From an optimization exercise on the open Yosys and OpenROAD flow, aimed at small area, a short achievable clock period and few clock cycles per item; shortcuts taken in it are not production practice. In this exercise RTL edits were held to simulation tests only and were not proved equivalent to the original.

[design/flow/run.sh]
#!/bin/bash
# synth_recipe.tcl (not shown) runs the flow's synth.tcl, then flattens the netlist and writes it again
# the make line also repeats each setting of config.mk as NAME=value (left out here)
make -C /OpenROAD-flow-scripts/flow DESIGN_CONFIG=/design/flow/config.mk WORK_HOME=/design/flow/orfs CLKGATE_MAP_FILE= SYNTH_SCRIPT=/design/flow/synth_recipe.tcl finish
[design/flow/config.mk]
export PLATFORM = sky130hd
export DESIGN_NAME = sha256_hasher
export DESIGN_NICKNAME = sha256_hasher
export VERILOG_FILES = /design/flow/design.v
export SDC_FILE = /design/flow/constraint.sdc
export NUM_CORES = 4
export LEC_CHECK = 0
export CAP_MARGIN = 20
export CORE_MARGIN = 2
export CORE_UTILIZATION = 35
export PLACE_DENSITY = 0.5
export SLEW_MARGIN = 20
[design/flow/constraint.sdc]
create_clock -name core_clock -period 8.8 [get_ports {clk}]
set_input_delay 1.7600 -clock core_clock [delete_from_list [all_inputs] [get_ports {clk}]]
set_output_delay 1.7600 -clock core_clock [all_outputs]
set_load 0.01 [all_outputs]
[design/flow/design.v]
`timescale 1ns/1ps
`default_nettype none
package sha256_pkg;
  typedef logic [32-1:0] sha256_word_t;
  typedef logic [512-1:0] sha256_block_t;
  typedef logic [256-1:0] sha256_state_t;
  typedef logic [$clog2(64)-1:0] round_idx_t;
  typedef logic [6-1:0] block_count_t;
  localparam sha256_state_t SHA256_IV = {
    32'h6a09e667, 32'hbb67ae85, 32'h3c6ef372, 32'ha54ff53a,
    32'h510e527f, 32'h9b05688c, 32'h1f83d9ab, 32'h5be0cd19
  };
  function automatic sha256_word_t sha256_k(input round_idx_t t);
    case (t)
      6'd0: sha256_k = 32'h428a2f98;
      6'd1: sha256_k = 32'h71374491;
      6'd2: sha256_k = 32'hb5c0fbcf;
      6'd3: sha256_k = 32'he9b5dba5;
      6'd4: sha256_k = 32'h3956c25b;
      6'd5: sha256_k = 32'h59f111f1;
      6'd6: sha256_k = 32'h923f82a4;
      6'd7: sha256_k = 32'hab1c5ed5;
      6'd8: sha256_k = 32'hd807aa98;
      6'd9: sha256_k = 32'h12835b01;
      6'd10: sha256_k = 32'h243185be;
      6'd11: sha256_k = 32'h550c7dc3;
      6'd12: sha256_k = 32'h72be5d74;
      6'd13: sha256_k = 32'h80deb1fe;
      6'd14: sha256_k = 32'h9bdc06a7;
      6'd15: sha256_k = 32'hc19bf174;
      6'd16: sha256_k = 32'he49b69c1;
      6'd17: sha256_k = 32'hefbe4786;
      6'd18: sha256_k = 32'h0fc19dc6;
      6'd19: sha256_k = 32'h240ca1cc;
      6'd20: sha256_k = 32'h2de92c6f;
      6'd21: sha256_k = 32'h4a7484aa;
      6'd22: sha256_k = 32'h5cb0a9dc;
      6'd23: sha256_k = 32'h76f988da;
      6'd24: sha256_k = 32'h983e5152;
      6'd25: sha256_k = 32'ha831c66d;
      6'd26: sha256_k = 32'hb00327c8;
      6'd27: sha256_k = 32'hbf597fc7;
      6'd28: sha256_k = 32'hc6e00bf3;
      6'd29: sha256_k = 32'hd5a79147;
      6'd30: sha256_k = 32'h06ca6351;
      6'd31: sha256_k = 32'h14292967;
      6'd32: sha256_k = 32'h27b70a85;
      6'd33: sha256_k = 32'h2e1b2138;
      6'd34: sha256_k = 32'h4d2c6dfc;
      6'd35: sha256_k = 32'h53380d13;
      6'd36: sha256_k = 32'h650a7354;
      6'd37: sha256_k = 32'h766a0abb;
      6'd38: sha256_k = 32'h81c2c92e;
      6'd39: sha256_k = 32'h92722c85;
      6'd40: sha256_k = 32'ha2bfe8a1;
      6'd41: sha256_k = 32'ha81a664b;
      6'd42: sha256_k = 32'hc24b8b70;
      6'd43: sha256_k = 32'hc76c51a3;
      6'd44: sha256_k = 32'hd192e819;
      6'd45: sha256_k = 32'hd6990624;
      6'd46: sha256_k = 32'hf40e3585;
      6'd47: sha256_k = 32'h106aa070;
      6'd48: sha256_k = 32'h19a4c116;
      6'd49: sha256_k = 32'h1e376c08;
      6'd50: sha256_k = 32'h2748774c;
      6'd51: sha256_k = 32'h34b0bcb5;
      6'd52: sha256_k = 32'h391c0cb3;
      6'd53: sha256_k = 32'h4ed8aa4a;
      6'd54: sha256_k = 32'h5b9cca4f;
      6'd55: sha256_k = 32'h682e6ff3;
      6'd56: sha256_k = 32'h748f82ee;
      6'd57: sha256_k = 32'h78a5636f;
      6'd58: sha256_k = 32'h84c87814;
      6'd59: sha256_k = 32'h8cc70208;
      6'd60: sha256_k = 32'h90befffa;
      6'd61: sha256_k = 32'ha4506ceb;
      6'd62: sha256_k = 32'hbef9a3f7;
      6'd63: sha256_k = 32'hc67178f2;
      default: sha256_k = 32'h00000000;
    endcase
  endfunction
  function automatic sha256_word_t rotr(input sha256_word_t x, input int n);
    rotr = (x >> n) | (x << (32 - n));
  endfunction
  function automatic sha256_word_t ch(input sha256_word_t x, y, z);
    ch = (x & y) ^ (~x & z);
  endfunction
  function automatic sha256_word_t maj(input sha256_word_t x, y, z);
    maj = (x & y) ^ (x & z) ^ (y & z);
  endfunction
  function automatic sha256_word_t big_sigma0(input sha256_word_t x);
    big_sigma0 = rotr(x, 2) ^ rotr(x, 13) ^ rotr(x, 22);
  endfunction
  function automatic sha256_word_t big_sigma1(input sha256_word_t x);
    big_sigma1 = rotr(x, 6) ^ rotr(x, 11) ^ rotr(x, 25);
  endfunction
  function automatic sha256_word_t small_sigma0(input sha256_word_t x);
    small_sigma0 = rotr(x, 7) ^ rotr(x, 18) ^ (x >> 3);
  endfunction
  function automatic sha256_word_t small_sigma1(input sha256_word_t x);
    small_sigma1 = rotr(x, 17) ^ rotr(x, 19) ^ (x >> 10);
  endfunction
endpackage
`default_nettype wire
`timescale 1ns/1ps
`default_nettype none
module sha256_hasher (
  input  wire logic                     clk,
  input  wire logic                     block_load,
  input  wire logic                     block_start,
  input  wire logic                     message_load,
  input  wire sha256_pkg::sha256_block_t block,
  output logic                          block_ready,
  output logic                          done,
  output sha256_pkg::sha256_state_t     hash,
  output sha256_pkg::block_count_t      block_count
);
  typedef logic [31:0] word_t;
  logic       st_run;     
  logic       st_ff;      
  logic       st_done;
  logic       last;       
  logic       ready_q;
  logic [5:0] cnt;
  logic       accept;
  logic       idle;
  assign accept = block_start & ready_q;
  assign idle   = !st_run && !st_ff;
  logic nx_run, nx_ff, nx_done, nx_last;
  always_comb begin
    nx_run  = accept | (st_run & (cnt != 6'd63));
    nx_ff   = st_run & (cnt == 6'd63);
    nx_done = st_done | (st_ff & last);
    nx_last = accept ? !message_load : last;
  end
  always_ff @(posedge clk or negedge block_load) begin
    if (!block_load) begin
      st_run      <= 1'b0;
      st_ff       <= 1'b0;
      st_done     <= 1'b0;
      last        <= 1'b0;
      ready_q     <= 1'b1;
      cnt         <= 6'd63;
      block_count <= '0;
    end else begin
      st_run  <= nx_run;
      st_ff   <= nx_ff;
      st_done <= nx_done;
      last    <= nx_last;
      ready_q <= !nx_done && !nx_run && !(nx_ff && nx_last);
      if (accept)                       cnt <= 6'd0;
      else if (st_run && cnt != 6'd63)  cnt <= cnt + 6'd1;
      if (accept) block_count <= block_count + 6'd1;
    end
  end
  assign block_ready = ready_q;
  assign done        = st_done;
  function automatic word_t wd(input logic [511:0] v, input int i);
    wd = v[511 - 32*i -: 32];
  endfunction
  logic [511:0] win;               
  word_t a, b, c, d, e, f, g;      
  word_t ps, pc;                   
  word_t H0, H1, H2, H3, H4, H5, H6, H7;
  assign hash = {H0, H1, H2, H3, H4, H5, H6, H7};
  word_t S0, S1, chv, mjv;
  assign S0  = sha256_pkg::big_sigma0(a);
  assign S1  = sha256_pkg::big_sigma1(e);
  assign chv = sha256_pkg::ch(e, f, g);
  assign mjv = sha256_pkg::maj(a, b, c);
  word_t s1, c1, s2, c2, s3, c3, s4, c4, s5, c5, s6, c6;
  always_comb begin
    s1 = ps ^ pc ^ chv;  c1 = ((ps & pc) | (ps & chv) | (pc & chv)) << 1;
    s2 = S0 ^ S1 ^ mjv;  c2 = ((S0 & S1) | (S0 & mjv) | (S1 & mjv)) << 1;
    s3 = s1 ^ c1 ^ s2;   c3 = ((s1 & c1) | (s1 & s2) | (c1 & s2)) << 1;
    s4 = s3 ^ c3 ^ c2;   c4 = ((s3 & c3) | (s3 & c2) | (c3 & c2)) << 1;
    s5 = s1 ^ c1 ^ S1;   c5 = ((s1 & c1) | (s1 & S1) | (c1 & S1)) << 1;
    s6 = s5 ^ c5 ^ d;    c6 = ((s5 & c5) | (s5 & d) | (c5 & d)) << 1;
  end
  word_t a_new, e_new;
  assign a_new = s4 + c4;
  assign e_new = s6 + c6;
  word_t gsel, wsel, kv, ps_n, pc_n;
  assign gsel = st_run ? g : H7;
  assign wsel = st_run ? wd(win, 1) : wd(block, 0);
  assign kv   = sha256_pkg::sha256_k(cnt + 6'd1);
  assign ps_n = gsel ^ kv ^ wsel;
  assign pc_n = ((gsel & kv) | (gsel & wsel) | (kv & wsel)) << 1;
  word_t x0, x1, y0, y1, w_new;
  always_comb begin : sched
    word_t u0, u1, u2;
    u0 = sha256_pkg::small_sigma1(wd(win, 14));
    u1 = wd(win, 9);
    u2 = sha256_pkg::small_sigma0(wd(win, 1));
    x0 = u0 ^ u1 ^ u2;  y0 = ((u0 & u1) | (u0 & u2) | (u1 & u2)) << 1;
    x1 = x0 ^ y0 ^ wd(win, 0);
    y1 = ((x0 & y0) | (x0 & wd(win, 0)) | (y0 & wd(win, 0))) << 1;
  end
  assign w_new = x1 + y1;
  logic  r61, r62, r63;
  word_t opa, ope, sa, se;
  assign r61 = st_run && cnt == 6'd61;
  assign r62 = st_run && cnt == 6'd62;
  assign r63 = st_run && cnt == 6'd63;
  always_comb begin
    opa = '0;
    ope = '0;
    if (r61)     begin opa = H3; ope = H7; end
    if (r62)     begin opa = H2; ope = H6; end
    if (r63)     begin opa = H1; ope = H5; end
    if (!st_run) begin opa = H0; ope = H4; end
  end
  assign sa = (idle ? '0 : a) + opa;
  assign se = (idle ? '0 : e) + ope;
  always_ff @(posedge clk) begin
    win <= accept ? block : {win[479:0], w_new};
    ps  <= ps_n;
    pc  <= pc_n;
    if (st_run) begin
      a <= a_new; b <= a; c <= b; d <= c;
      e <= e_new; f <= e; g <= f;
    end else begin
      a <= sa; b <= H1; c <= H2; d <= H3;
      e <= se; f <= H5; g <= H6;
    end
  end
  always_ff @(posedge clk or negedge block_load) begin
    if (!block_load) begin
      {H0, H1, H2, H3, H4, H5, H6, H7} <= sha256_pkg::SHA256_IV;
    end else begin
      if (r61)   begin H3 <= sa; H7 <= se; end
      if (r62)   begin H2 <= sa; H6 <= se; end
      if (r63)   begin H1 <= sa; H5 <= se; end
      if (st_ff) begin H0 <= sa; H4 <= se; end
    end
  end
endmodule
`default_nettype wire
==> impl_metrics.json <==
{
  "slew_violations": 0,
  "use_met2_pct": 48.6,
  "clk_latency_ns": 0.76,
  "rr_endpoint": "a[31]",
  "slew-limit-headroom_pct": 25.3,
  "nFillCells": 16400,
  "run_status": "no timing/DRC/antenna violations",
  "maxCapViolCount": 0,
  "antenna_found_initial": 53,
  "synthesis.nets": 7591,
  "crit_path_end_kind": "flop",
  "setup.worst_path.start": "cnt[0]",
  "cpPeakStageDelay_ns": 0.80,
  "initial_core_util_pct": 35.2,
  "ys_seq_area_share_pct": 39.7,
  "crit_family": "compound AO/OA/AOI/OAI gates",
  "largest_register": "win",
  "core_sq_mm": 0.165,
  "ctsLongestPathBuffers": 3,
  "path_clk_slew_ns": 0.06,
  "port_buffers": 779,
  "yosysWarnings": 1,
  "grt_pass1_wl_mm": 345,
  "cts_setup_buffers": 0,
  "area_delta_synth_final_pct": 24.3,
  "detail-route-antenna-nets": 0,
  "crit_path_top_delay_cell": "dfstp_2",
  "die_h_um": 411,
  "ios": 780,
  "fmax_mhz": 149,
  "reg2reg_slack_ns": 2.09,
  "crit_cells": 18,
  "setup_viol": 0,
  "routed_wl_mm": 242,
  "synth_cell_types": 85,
  "cts_buffers": 130,
  "synth_top_cell_by_area": "dfxtp_1",
  "fin_crit_sh_pct": 76.3,
  "gr-total-overflow": 0,
  "critical_path_class": "flop to flop",
  "min_path_type": "flop to flop",
  "place.gp.congestion": 0.949,
  "die_w_um": 411,
  "hold_violations": 0,
  "r2r_start": "cnt[0]",
  "critPathRequiredTime_ns": 9.42,
  "final_util_pct": 43.7,
  "dr.first_iter.drc_count": 4057,
  "vias": 48200,
  "path_max_fanout": 31,
  "grt_pass1_vias": 48400,
  "rows": 149,
  "post-route-min-period_ns": 6.71,
  "tns_ns": 0,
  "synth-edff-count": 0,
  "endpoint": "a[31]",
  "post-dp-hpwl_mm": 190,
  "r2r_cells": 18,
  "synth_top_area_share_pct": 27.6,
  "grt_max_degree": 215,
  "cts_resized": 0,
  "ys.flop_type": "dfxtp_1",
  "largest_reg_flops": 512,
  "skew_ns": 0.0330,
  "rsz0062_at_grt": "false",
  "ys_top_cells_by_count": "1948 x nand2_1, 799 x dfxtp_1, 420 x inv_1, 373 x clkbuf_1, 373 x o21ai_0",
  "via_per_inst": 5.07,
  "synth-seq-cells": 1072,
  "async_reset_ff_share_pct": 25.5,
  "ctsHoldBuffers": 0,
  "layout-drive-gt1-share_pct": 10.1,
  "first_pass_iters": 6,
  "critPathArrivalTime_ns": 7.33,
  "netlist_instances": 6626,
  "cts_max_level": 4,
  "worst_pin_slew_ns": 1.12,
  "die_area_sq_mm": 0.169,
  "path_cells": "buf_4 > inv_1 > ha_1 > nor2_4 > buf_4 > a22oi_1 > o21ai_0 > ha_1 > a21o_1 > a21oi_2 > nor2b_1 > o41ai_2 > o31ai_1 > a2111oi_4 > o31ai_1 > a221oi_2 > xnor2_1 > mux2i_1",
  "cts_root_buf": "clkbuf_16",
  "syn_area_per_cell_sq_um": 8.75,
  "top_usage_layer": "met2",
  "use_met3_pct": 5.63,
  "drc": 0,
  "clkSinkCount": 1072,
  "synth.area.top_cells": "dfxtp_1 28%, nand2_1 13%, fa_1 9.6%",
  "gr-usage-met1_pct": 34.4,
  "syn_area_sq_mm": 0.0580,
  "crit_buf_inv": 3,
  "grt_util_all_layers_pct": 28.0,
  "cts_tree": "built",
  "synth_most_common_cell": "nand2_1",
  "critPathLaunchType": "flop",
  "wl_per_cell_um": 25.4,
  "nets": 8153
}
## cells by family (layout without fill, tap and decap cells)
| logic type | count (synthesis) | in the layout | synth area share, % |
|---|---|---|---|
| AND/OR/NAND/NOR | 2389 | 2389 | 16.5 |
| AO/OA/AOI/OAI | 1101 | 1101 | 12.0 |
| flip-flops | 1072 | 1072 | 39.7 |
| buffers and inverters | 837 | 1504 | 5.43 |
| adder cells (fa/ha/maj) | 450 | 450 | 13.3 |
| XOR/XNOR | 411 | 411 | 6.21 |
| multiplexers | 366 | 366 | 6.89 |
| other | 0 | 20 | 0 |
## worst register-to-register path, cell delays in order (launching register included)
cell	delay (ns)
dfstp_2	0.80
buf_4	0.37
inv_1	0.38
ha_1	0.44
nor2_4	0.48
buf_4	0.53
a22oi_1	0.13
o21ai_0	0.31
ha_1	0.29
a21o_1	0.20
a21oi_2	0.18
nor2b_1	0.09
o41ai_2	0.46
o31ai_1	0.34
a2111oi_4	0.60
o31ai_1	0.23
a221oi_2	0.33
xnor2_1	0.27
mux2i_1	0.15
## per-layer routing
layer	vias up	share of wire, %
li1	22800	-
met2	1597	49
met3	397	6.1
met1	23400	41
met5	-	0.14
met4	50	3.7
## through the flow
stage	instances	hold slack [ns]	worst slack, ns	cell area, sq um
floorplan	6626	0.399	3.79	58000
global placement	9245	0.404	2.30	67700
detailed placement	9245	0.405	2.13	67700
CTS	9482	0.410	2.12	72100
global route	9488	0.421	1.75	72100
finish	9502	0.406	2.09	72100
## layout make-up
cell class	instances	area, sq um	share of cell area (%)
Antenna cell	20	50.0	0.0694
Clock buffer	193	3820	5.30
Clock inverter	44	532	0.738
Inverter	422	1590	2.20
Multi-Input combinational cell	4717	32000	44.3
Sequential cell	1072	23000	31.9
Tap cell	2189	2740	3.80
Timing Repair Buffer	845	8390	11.6
## how the worst min path moves through the flow
| stage | from | endpoint | slack (ns) | cells after the start |
|---|---|---|---|---|
| finish | win[259] | win[291] | 0.41 | 2 |
| global route | win[237] | win[269] | 0.42 | 2 |
| CTS | win[162] | win[194] | 0.41 | 2 |
| detailed placement | win[366] | win[398] | 0.40 | 2 |
| global placement | win[377] | win[409] | 0.40 | 2 |
| floorplan | win[68] | win[100] | 0.40 | 2 |
## cells in the final DEF (no fill, tap or decap), drive strengths merged, types with 99 or more instances in the layout
master and instances:
a21o 100, xnor2 287, fa 278, o21ai 376, clkdlybuf4s50 778, a21oi 229, mux2i 99, nor2 173
dfrtp 130, dfxtp 799, inv 424, dfstp 143, clkbuf 193, nand2 1948, xor2 124, ha 171
mux2 267
Testbench counts, summed over its fixed seeds: cycles 33,764, blocks 516.

==> afterwards: timing with drivers on the ports <==
How much do the figures lean on ideal ports? The routed layout below was timed once more, with nothing changed but the port constraints. Step 1: set_driving_cell puts a clkbuf_16 on clk and a buf_2 on each other input, an assumption about the parent block. Step 2 times the ports against the registers' clock, not the clock port: input delays grow and output delays shrink by t, the midpoint of the rising clock arrivals with the driver on. a / b / c = no drivers / after step 1 / after step 2; a / b = the first two.
t (ns): 0.835
slack for setup (ns): 2.086 / 2.086 / 2.086
worst data-port slew with drivers (ns): 0.24
After both steps setup and hold are still met in this run. For this run, drivers alone change the setup slack by 0.000 ns; drivers and shift together by 0.000 ns.
